Background: an optimization exercise with open tools, aiming at small area, a short achievable clock period and few clock cycles per item. Do not read the settings as production practice.
Where RTL was checked, it was by simulation tests only, not by an equivalence proof against the original.

## JK
Design mont_redc_ws, start of the top module:
module mont_redc_ws #(
    parameter int P_WIDTH  = 64,
    parameter int W_WIDTH  = 32,
    parameter int PD_WIDTH = 2 * P_WIDTH,
    parameter int NUM_W    = P_WIDTH / W_WIDTH
) (
    input  logic                clk,
    input  logic                rst_n,
    input  logic                in_valid,
    output logic                in_ready,
    input  logic [PD_WIDTH-1:0] Mul_in,
    input  logic [P_WIDTH-1:0]  N_in,
    input  logic [W_WIDTH-1:0]  Nprime_in,
    output logic                out_valid,
    input  logic                out_ready,
    output logic [P_WIDTH-1:0]  res_out,
    output logic [P_WIDTH:0]    res_raw_out
);
Settings: LEC_CHECK=0, CAP_MARGIN=20, CORE_MARGIN=2, CORE_UTILIZATION=40, SLEW_MARGIN=60; clock period 16.0 ns.
run.sh (not shown) runs the stock make flow with config.mk's settings and CLKGATE_MAP_FILE= SYNTH_SCRIPT=/design/flow/synth_recipe.tcl, a recipe that flattens the netlist after the stock synthesis.
diff inputs: JK => MS
- SLEW_MARGIN now 20, was 60
## What came out
- Between JK and MS, layout buffering overhead excluding clock cells decreased.
- MS and JK ended up with nearly the same area used by multi-input combinational logic.
- There was hardly any difference in final cell count between MS and JK.
- Changes observed in MS relative to JK: global-route total usage across every layer neither gained nor lost much, buffer count excluding the clock tree in the final layout went down by 3.8%.
No run of this note included a check of the RTL's function; only the layout flow was run.


mont_redc_ws, a different RTL version from the one above (not shown whole).
Size: about 3200 cells after synthesis, roughly 270 flip-flops, about 360 I/O pins, about 31000 sq um of cells after synthesis.
export LEC_CHECK = 0
export CAP_MARGIN = 20
export CORE_MARGIN = 2
export CORE_UTILIZATION = 40
export SLEW_MARGIN = 60
create_clock -name core_clock -period 16.0 [get_ports {clk}]
standard.sh (not shown) runs the stock make flow with config.mk's settings and CLKGATE_MAP_FILE= SYNTH_SCRIPT=/design/flow/synth_recipe.tcl, a recipe that flattens the netlist after the stock synthesis.
==> flow/flow/run.sh <==
#!/bin/bash
# The standard layout (standard.sh: ORFS synth .. finish) with two changes:
#  - port buffers use the smallest buffer cell (every port still gets its own buffer)
#  - the setup repair over-fixes: repair_timing aims at 9 ns of setup slack instead of 0
export BUFFER_PORTS_ARGS="-buffer_cell sky130_fd_sc_hd__buf_1"
export SETUP_SLACK_MARGIN=9
bash standard.sh > standard.log 2>&1
Testbench counts at the start, summed over its fixed seeds: cycles 48,016, items 4,800.
Next try:
==> flow/flow/run.sh (replaced) <==
#!/bin/bash
# The standard layout (standard.sh: ORFS synth .. finish), except that the port
# buffers use the smallest plain buffer cell (every port still gets its own buffer).
export BUFFER_PORTS_ARGS="-buffer_cell sky130_fd_sc_hd__buf_1"
bash standard.sh > standard.log 2>&1
CTS_BUF_LIST = sky130_fd_sc_hd__clkbuf_8   (was default)
What happened: The changed run ran to the end with no violations; sequential share of layout area barely changes; routed wire length grows by 0.45%; setup slack gets better by 0.21 ns; non-clock buffer count is unchanged.
Next try:
CTS_BUF_LIST = default   (was sky130_fd_sc_hd__clkbuf_8)
- design area is about the same
- fmax shrinks by 1.1%
- flip-flop and latch count is unchanged
- global-route usage stays flat
- die area does not change
- via count shrinks by 0.36%
- worst hold slack gains 0.0041 ns
- routed wire length stays flat
- sequential share of layout area stays flat


epsilon:
mont_redc_ws, a different RTL version from the one above (not shown whole).
Size: about 2900 cells after synthesis, roughly 30000 um2 of cells after synthesis.
## mont_redc_ws
module mont_redc_ws #(
    parameter int P_WIDTH  = 64,
    parameter int W_WIDTH  = 32,
    parameter int PD_WIDTH = 2 * P_WIDTH,
    parameter int NUM_W    = P_WIDTH / W_WIDTH
) (
    input  logic                clk,
    input  logic                rst_n,
    input  logic                in_valid,
    output logic                in_ready,
    input  logic [PD_WIDTH-1:0] Mul_in,
    input  logic [P_WIDTH-1:0]  N_in,
    input  logic [W_WIDTH-1:0]  Nprime_in,
    output logic                out_valid,
    input  logic                out_ready,
    output logic [P_WIDTH-1:0]  res_out,
    output logic [P_WIDTH:0]    res_raw_out
);
    logic        st_load, st_step, st_fin2;
    logic [2:0]  cnt;
    logic        free, pv, go;
    logic        la_on;    
    logic [65:0] w;
    logic [64:0] r;
    logic        m63, sel_r;
    logic        qtop;
    logic [7:0]  q_q, nt_q;
    logic [63:0] n_q;
    logic [7:0]  tl_q;
    logic [3:0] onen, twon, negn;
    always_ff @(posedge clk) begin
        n_q   <= N_in;
        tl_q  <= Mul_in[7:0];
    end
    logic [2:0] bnp [4];
    for (genvar j = 0; j < 4; j++) begin : g_npenc
        assign bnp[j] = {Nprime_in[2*j+1], Nprime_in[2*j], (j == 0) ? 1'b0 : Nprime_in[2*j-1]};
        always_ff @(posedge clk) begin
            onen[j] <= bnp[j][1] ^ bnp[j][0];
  ...
Settings: LEC_CHECK=0, CAP_MARGIN=20, CORE_MARGIN=2, CORE_UTILIZATION=40, CTS_BUF_LIST=sky130_fd_sc_hd__clkbuf_8, SLEW_MARGIN=60; clock period 16.0 ns.
==> flow/flow/run.sh <==
#!/bin/bash
# The standard layout (standard.sh: ORFS synth .. finish), except that the port
# buffers use the smallest plain buffer cell (every port still gets its own buffer).
export BUFFER_PORTS_ARGS="-buffer_cell sky130_fd_sc_hd__buf_1"
bash standard.sh > standard.log 2>&1
Per the final summary, epsilon finished and its layout is clean on timing, DRC and antenna.
Here is what was changed in the inputs of gamma compared with epsilon.
==> flow/flow/run.sh <==
#!/bin/bash
# The standard layout (standard.sh: ORFS synth .. finish) with two changes:
#  - port buffers use the smallest plain buffer cell (every port still gets its own buffer)
#  - the setup repair over-fixes: repair_timing aims at 10.3 ns of setup slack instead of 0
export BUFFER_PORTS_ARGS="-buffer_cell sky130_fd_sc_hd__buf_1"
export SETUP_SLACK_MARGIN=10.3
bash standard.sh > standard.log 2>&1
### Flow results
NOTE: number of global-route vias before repair in gamma exceeds that of epsilon. Fraction of the core area covered by cells at the end of the flow (gamma over epsilon): increase, 0.75 points. Looking only at post-route clock period utilization, and setting everything else aside, the higher value of gamma and epsilon goes to epsilon. Diff epsilon -> gamma | non-clock buffer total of the final layout | increase of 20.
Function was not checked in any run of this note: the RTL went through the layout flow alone.


Another version of the RTL of mont_redc_ws (not shown whole).
Size: roughly 3600 cells after synthesis, about 240 flip-flops, ~360 I/O pins, roughly 0.032 mm^2 of cells after synthesis.
Design mont_redc_ws, start of the top module:
module mont_redc_ws #(
    parameter int P_WIDTH  = 64,
    parameter int W_WIDTH  = 32,
    parameter int PD_WIDTH = 2 * P_WIDTH,
    parameter int NUM_W    = P_WIDTH / W_WIDTH
) (
    input  logic                clk,
    input  logic                rst_n,
    input  logic                in_valid,
    output logic                in_ready,
    input  logic [PD_WIDTH-1:0] Mul_in,
    input  logic [P_WIDTH-1:0]  N_in,
    input  logic [W_WIDTH-1:0]  Nprime_in,
    output logic                out_valid,
    input  logic                out_ready,
    output logic [P_WIDTH-1:0]  res_out,
    output logic [P_WIDTH:0]    res_raw_out
);
make LEC_CHECK=0 CAP_MARGIN=20 CORE_MARGIN=2 CORE_UTILIZATION=40 SLEW_MARGIN=20 finish   # period 16.0 ns
run.sh (not shown) runs the stock make flow with config.mk's settings and CLKGATE_MAP_FILE= SYNTH_SCRIPT=/design/flow/synth_recipe.tcl, a recipe that flattens the netlist after the stock synthesis.
Stock flow here: none of the scripts above is used.
Testbench counts at the start, summed over its fixed seeds: cycles 52,816, items 4,800.
Then changed:
SLEW_MARGIN = 60   (was 20)
Effect: The new run ran to the end with no violations; worst setup slack is better by 0.67 ns; global-route usage rose by 0.18 points; final area is higher by about 2%; final cell count increases by 0.40%; critical path depth increases by 4; routed wire length is about the same; utilization climbs by 0.88 points; sequential cell count is unchanged.


== v39 ==
Another version of the RTL of mont_redc_ws (not shown whole).
Size in the first run: roughly 2800 cells after synthesis, about 260 flip-flops, roughly 0.029 mm2 of cells after synthesis.
export LEC_CHECK = 0
export CAP_MARGIN = 20
export CORE_MARGIN = 2
export CORE_UTILIZATION = 40
export CTS_BUF_LIST = sky130_fd_sc_hd__clkbuf_8
export SLEW_MARGIN = 60
create_clock -name core_clock -period 16.0 [get_ports {clk}]
standard.sh (not shown) runs the stock make flow with config.mk's settings and CLKGATE_MAP_FILE= SYNTH_SCRIPT=/design/flow/synth_recipe.tcl, a recipe that flattens the netlist after the stock synthesis.
==> flow/flow/run.sh <==
#!/bin/bash
# The standard layout (standard.sh: ORFS synth .. finish) with two changes:
#  - port buffers use the smallest plain buffer cell (every port still gets its own buffer)
#  - the setup repair over-fixes: repair_timing aims at 10.3 ns of setup slack instead of 0
export BUFFER_PORTS_ARGS="-buffer_cell sky130_fd_sc_hd__buf_1"
export SETUP_SLACK_MARGIN=10.3
bash standard.sh > standard.log 2>&1
v39 reached the final stage; the timing, design-rule and antenna checks on its layout passed.
Testbench counts of v39, summed over its fixed seeds: cycles 48,016, items 4,800.
### v39 -> v12
==> flow/flow/run.sh <==
#!/bin/bash
# The standard layout (standard.sh: ORFS synth .. finish) with two changes:
#  - port buffers use the smallest plain buffer cell (every port still gets its own buffer)
#  - the setup repair over-fixes: repair_timing aims at 12 ns of setup slack instead of 0
export BUFFER_PORTS_ARGS="-buffer_cell sky130_fd_sc_hd__buf_1"
export SETUP_SLACK_MARGIN=12
bash standard.sh > standard.log 2>&1
==> comparison <==
v39 has a lower number of cell instances on the worst register-to-register path than v12.
Lower design area goes to v39 over v12.
The following lists how v1 was set up differently from v12:
- CTS_BUF_LIST: sky130_fd_sc_hd__clkbuf_8 -> unset
==> flow/run.sh (new file) <==
#!/bin/bash
# synth_recipe.tcl (not shown) runs the flow's synth.tcl, then flattens the netlist and writes it again
# the make line also repeats each setting of config.mk as NAME=value (left out here)
make -C /OpenROAD-flow-scripts/flow DESIGN_CONFIG=/design/flow/config.mk WORK_HOME=/design/flow/orfs CLKGATE_MAP_FILE= SYNTH_SCRIPT=/design/flow/synth_recipe.tcl finish
removed: flow/flow/run.sh
removed: flow/standard.sh
## What came out
v1 reached the end of the flow, and the finished layout is clean on the timing, design-rule and antenna checks. Between v1 and v12, the starting DRC count in detailed routing is higher for v12. Comparing final worst-path setup slack for v1 and v12, the bigger number came from v12. [v1] post-route minimum period rose 0.92 ns relative to v12.
Input changes introduced in v46 (baseline for comparison: v1):
- CTS_BUF_LIST newly set to sky130_fd_sc_hd__clkbuf_8
==> flow/flow/run.sh (new file) <==
#!/bin/bash
# The standard layout (standard.sh: ORFS synth .. finish) with two changes:
#  - port buffers use the smallest plain buffer cell (every port still gets its own buffer)
#  - the setup repair over-fixes: repair_timing aims at 11 ns of setup slack instead of 0
export BUFFER_PORTS_ARGS="-buffer_cell sky130_fd_sc_hd__buf_1"
export SETUP_SLACK_MARGIN=11
bash standard.sh > standard.log 2>&1
==> flow/standard.sh (new file) <==
#!/bin/bash
# synth_recipe.tcl (not shown) runs the flow's synth.tcl, then flattens the netlist and writes it again
# the make line also repeats each setting of config.mk as NAME=value (left out here)
make -C /OpenROAD-flow-scripts/flow DESIGN_CONFIG=/design/flow/config.mk WORK_HOME=/design/flow/orfs CLKGATE_MAP_FILE= SYNTH_SCRIPT=/design/flow/synth_recipe.tcl "${@:-finish}"
removed: flow/run.sh
==> run summary <==
Summary of the comparison: actual transition at the worst max-transition pin is higher in v46, relative to v1.
v1 → v46: post-route minimum period now sits lower, overall fraction of global-route tracks in use now sits higher.
Re count of cell types in the netlist: no difference whatsoever between v1 and v46.
Ratio of routed vias to standard cells ended up about 3.6% higher on v46 than on v1.
v1 -> v46: synthesized net count flat
Sort v46 and v1 by initial DRC count, ascending, and v1 comes first.
Post-route clock period utilization, v46 and v1: larger value in v1
[diff] detailed-route wire length, v46 relative to v1: regression

-- port drivers added, routing unchanged --
How much do the figures lean on ideal ports? The routed layouts below were timed once more, with nothing changed but the port constraints.
Step 1 (the two cells are an assumption about what drives the block):
set clk [get_ports {clk}]
set_driving_cell -lib_cell sky130_fd_sc_hd__clkbuf_16 $clk
set_driving_cell -lib_cell sky130_fd_sc_hd__buf_2 [delete_from_list [all_inputs] $clk]
Step 2 also shifts input and output timing later by t, the mid clock arrival at the registers, as if the neighbouring blocks saw the same clock.
Slacks: no drivers / after step 1 / after step 2; pairs: no drivers / after step 1.
run | shift t [ns] | setup WS [ns] | hold slack, ns | worst register clock-pin slew, ns | pins driven straight from the clock port
JK | 0.695 | 9.377 / 9.377 / 9.377 | 0.506 / 0.506 / 0.506 | 0.08 / 0.08 | 1
MS | 0.693 | 8.757 / 8.757 / 8.757 | 0.501 / 0.501 / 0.501 | 0.07 / 0.07 | 1
the first run of note 2 | 0.675 | 9.198 / 9.198 / 9.198 | 0.525 / 0.525 / 0.525 | 0.07 / 0.07 | 1
the second run of note 2 | 0.730 | 9.411 / 9.411 / 9.411 | 0.507 / 0.507 / 0.507 | 0.08 / 0.08 | 1
the third run of note 2 | 0.635 | 9.338 / 9.338 / 9.338 | 0.511 / 0.511 / 0.511 | 0.08 / 0.08 | 1
epsilon | 0.736 | 9.835 / 9.835 / 9.835 | 0.413 / 0.413 / 0.413 | 0.07 / 0.07 | 1
gamma | 0.733 | 10.439 / 10.439 / 10.439 | 0.409 / 0.409 / 0.409 | 0.08 / 0.08 | 1
the first run of note 4 | 0.673 | 7.695 / 7.695 / 7.695 | 0.542 / 0.542 / 0.542 | 0.07 / 0.07 | 1
the second run of note 4 | 0.616 | 8.368 / 8.368 / 8.368 | 0.541 / 0.541 / 0.541 | 0.07 / 0.07 | 1
v39 | 0.714 | 10.356 / 10.356 / 10.356 | 0.497 / 0.497 / 0.497 | 0.08 / 0.08 | 1
v12 | 0.732 | 10.513 / 10.513 / 10.513 | 0.513 / 0.513 / 0.513 | 0.09 / 0.09 | 1
v1 | 0.615 | 9.594 / 9.594 / 9.594 | 0.518 / 0.518 / 0.518 | 0.07 / 0.07 | 1
v46 | 0.710 | 10.473 / 10.473 / 10.473 | 0.500 / 0.500 / 0.500 | 0.07 / 0.07 | 1
After both steps setup and hold are still met in every run listed.
